Background: an optimization exercise with open tools, aiming at small area, a short achievable clock period and few clock cycles per item. Do not read the settings as production practice. Function was checked by simulation only, so behaviour that the tests miss may differ from the original.

== before ==
// gravity_orientation_classifier_top
module gravity_orientation_classifier_top
#(
  parameter int unsigned FifoDepth = 16
) (
  input  logic               clk_i,
  input  logic               rst_ni,
  input  logic               psel,
  input  logic               penable,
  input  logic               pwrite,
  input  logic        [2:0]  paddr,
  input  logic        [31:0] pwdata,
  output logic        [31:0] prdata,
  output logic               pready,
  input  logic               in_valid_i,
  output logic               in_ready_o,
  input  logic signed [15:0] gravity_x_i,
  input  logic signed [15:0] gravity_y_i,
  input  logic signed [15:0] gravity_z_i,
  input  logic        [31:0] time_ms_i,
  input  logic               is_gravity_type_i,
  output logic               out_valid_o,
  input  logic               out_ready_i,
  output logic        [2:0]  orientation_o,
  output logic signed [9:0]  angle_deg_o,
  output logic               is_flat_o
);
  localparam int unsigned NCell = 13;    
  localparam int unsigned CW = 5;        
  localparam int unsigned FlatStage = 4;
  ...
clock: 10.0 ns
lec_check: 0
abc_area: 1
cap_margin: 20
core_margin: 2
core_utilization: 40
cts_cluster_diameter: 100
cts_cluster_size: 30
slew_margin: 20
standard.sh (not shown) runs the stock make flow with config.mk's settings and CLKGATE_MAP_FILE= SYNTH_SCRIPT=/design/flow/synth_recipe.tcl, a recipe that flattens the netlist after the stock synthesis.
==> flow/flow/run.sh <==
#!/bin/bash
set -euo pipefail
export SETUP_SLACK_MARGIN=6.8
bash standard.sh > standard.log 2>&1
Testbench counts of before, summed over its fixed seeds: cycles 2,703, items 1,797.
Changes in after relative to before:
==> flow/flow/run.sh <==
#!/bin/bash
set -euo pipefail
export SETUP_SLACK_MARGIN=6.7
bash standard.sh > standard.log 2>&1
Notes after the runs:
after: done, clean on timing, DRC and antenna. Per the comparison of after with before, logic depth of the worst register-to-register path rose 1, routed wire length fell about 1.5%, number of clock buffers inserted by TritonCTS rose 1, area share of buffers outside the clock network fell 0.67 points, setup slack fell 0.0088 ns. For the global-route met2 utilization, after came in 0.15 points higher than before did. Between before and after, final non-filler cell total is higher for before, after comes in under that.

v9:
Another version of the RTL of gravity_orientation_classifier_top (not shown whole).
For scale: roughly 9200 cells after synthesis, roughly 170 I/O pins, roughly 89000 um2 of cells after synthesis.
// gravity_orientation_classifier_top
module gravity_orientation_classifier_top
#(
  parameter int unsigned FifoDepth = 16
) (
  input  logic               clk_i,
  input  logic               rst_ni,
  input  logic               psel,
  input  logic               penable,
  input  logic               pwrite,
  input  logic        [2:0]  paddr,
  input  logic        [31:0] pwdata,
  output logic        [31:0] prdata,
  output logic               pready,
  input  logic               in_valid_i,
  output logic               in_ready_o,
  input  logic signed [15:0] gravity_x_i,
  input  logic signed [15:0] gravity_y_i,
  input  logic signed [15:0] gravity_z_i,
  input  logic        [31:0] time_ms_i,
  input  logic               is_gravity_type_i,
  output logic               out_valid_o,
  input  logic               out_ready_i,
  output logic        [2:0]  orientation_o,
  output logic signed [9:0]  angle_deg_o,
  output logic               is_flat_o
);
  localparam int unsigned NCell = 13;    
  localparam int unsigned CW = 5;        
  localparam int unsigned FlatStage = 4;
  function automatic logic signed [25:0] atan_sum0(input logic [4:0] s);
  ...
clock: 10.0 ns
lec_check: 0
cap_margin: 20
core_margin: 2
core_utilization: 40
slew_margin: 20
==> flow/flow/run.sh <==
#!/bin/bash
set -euo pipefail
export SETUP_SLACK_MARGIN=6.2
bash standard.sh > standard.log 2>&1
Testbench counts of v9, summed over its fixed seeds: cycles 2,703, items 1,797.
What v36 does differently from v9 at the input level:
- putting CTS_CLUSTER_SIZE at 30 where nothing was set
- putting CTS_CLUSTER_DIAMETER at 100 where nothing was set
v36 against v9: global-route wire length before repair -1.7%, non-clock buffer count shrank by about 2%.
Of v36 and v9, it is v36 that has the higher number of diodes added for antenna fixing.
The higher worst setup slack came out of v9.
In the flow results for v9 and v36, the post-route standard cell area excluding fillers is smaller on v36.

== main ==
gravity_orientation_classifier_top, a different RTL version from the one above (not shown whole).
Size in the first run: roughly 9100 cells after synthesis, ~1400 flip-flops, about 170 I/O pins, about 88000 sq um of cells after synthesis.
Settings: LEC_CHECK=0, CAP_MARGIN=20, CORE_MARGIN=2, CORE_UTILIZATION=40, CTS_CLUSTER_DIAMETER=80, CTS_CLUSTER_SIZE=24, SLEW_MARGIN=20; clock period 10.0 ns.
Scripts as last shown in full above: flow/flow/run.sh
main closes out successfully: all stages finished, all timing, DRC and antenna checks passed.
Testbench counts of main, summed over its fixed seeds: cycles 2,703, items 1,797.
diff inputs: main => the feature branch
Settings: CTS_CLUSTER_DIAMETER: 80 -> 100; CTS_CLUSTER_SIZE: 24 -> 30; ABC_AREA: unset -> 1.
Notes after the runs:
Of the feature branch and main, the run reporting the lower synthesis-to-finish area growth was the feature branch.
Delta (the feature branch minus main): core utilization fell by 1.1 points; wire length of the first global-routing pass fell by 6800 um.
For main, the last element of the critical path was tm0_q[28], unlike the feature branch, where it was out_valid_o.

== south ==
RTL: one of the versions met above, not the one the previous note started from.
Size: ~10000 cells after synthesis, ~1400 flip-flops, about 88000 um^2 of cells after synthesis.
clock: 10.0 ns
lec_check: 0
abc_area: 1
cap_margin: 20
core_margin: 2
core_utilization: 40
cts_cluster_diameter: 100
cts_cluster_size: 30
slew_margin: 20
Scripts as last shown in full above: flow/flow/run.sh
In summary, south completed successfully, with a layout that passed the timing, DRC and antenna checks.
Testbench counts of south, summed over its fixed seeds: cycles 2,703, items 1,797.
What middle does differently from south at the input level:
--- a/flow/flow/run.sh
+++ b/flow/flow/run.sh
@@ -3 +3 @@
-export SETUP_SLACK_MARGIN=6.2
+export SETUP_SLACK_MARGIN=6.4
## What came out
- Run comparison: middle capture point of the worst path out_valid_o; south capture point of the worst path tm0_q[28]
- From south to middle the numbers moved as follows: global-route usage rose 0.17 points, utilization higher.
- middle reports a higher global placer's final weighted congestion than south does.

[static timing again, ports no longer ideal]
Ports are ideal in the flow. The routed layouts listed here were re-timed in OpenROAD. Step 1, drivers: a clkbuf_16 drives clk_i and a buf_2 each remaining input, both assumed. Step 2 times the ports against the registers' clock, not the clock port: input delays grow and output delays shrink by t, the midpoint of the rising clock arrivals with the driver on. a / b / c = no drivers / after step 1 / after step 2; a / b = the first two.
run | t (ns) | setup WS [ns] | clock arrival spread, ns | slew at the worst register clock pin (ns)
before | 0.802 | 6.565 / 6.472 / 5.811 | 0.060 / 0.061 | 0.12 / 0.12
after | 0.799 | 6.556 / 6.468 / 5.729 | 0.064 / 0.064 | 0.12 / 0.12
v9 | 0.894 | 6.238 / 6.210 / 5.370 | 0.044 / 0.044 | 0.07 / 0.07
v36 | 0.816 | 6.206 / 6.197 / 5.381 | 0.054 / 0.054 | 0.12 / 0.12
main | 0.830 | 6.115 / 6.160 / 5.331 | 0.083 / 0.083 | 0.10 / 0.10
the feature branch | 0.795 | 6.297 / 6.197 / 5.402 | 0.059 / 0.058 | 0.12 / 0.12
south | 0.798 | 6.282 / 6.252 / 5.541 | 0.049 / 0.049 | 0.12 / 0.12
middle | 0.809 | 6.420 / 6.334 / 5.663 | 0.062 / 0.062 | 0.12 / 0.12
After both steps setup and hold are still met in every run listed. For the feature branch, which loses most, drivers alone change the setup slack by -0.100 ns; drivers and shift together by -0.895 ns.
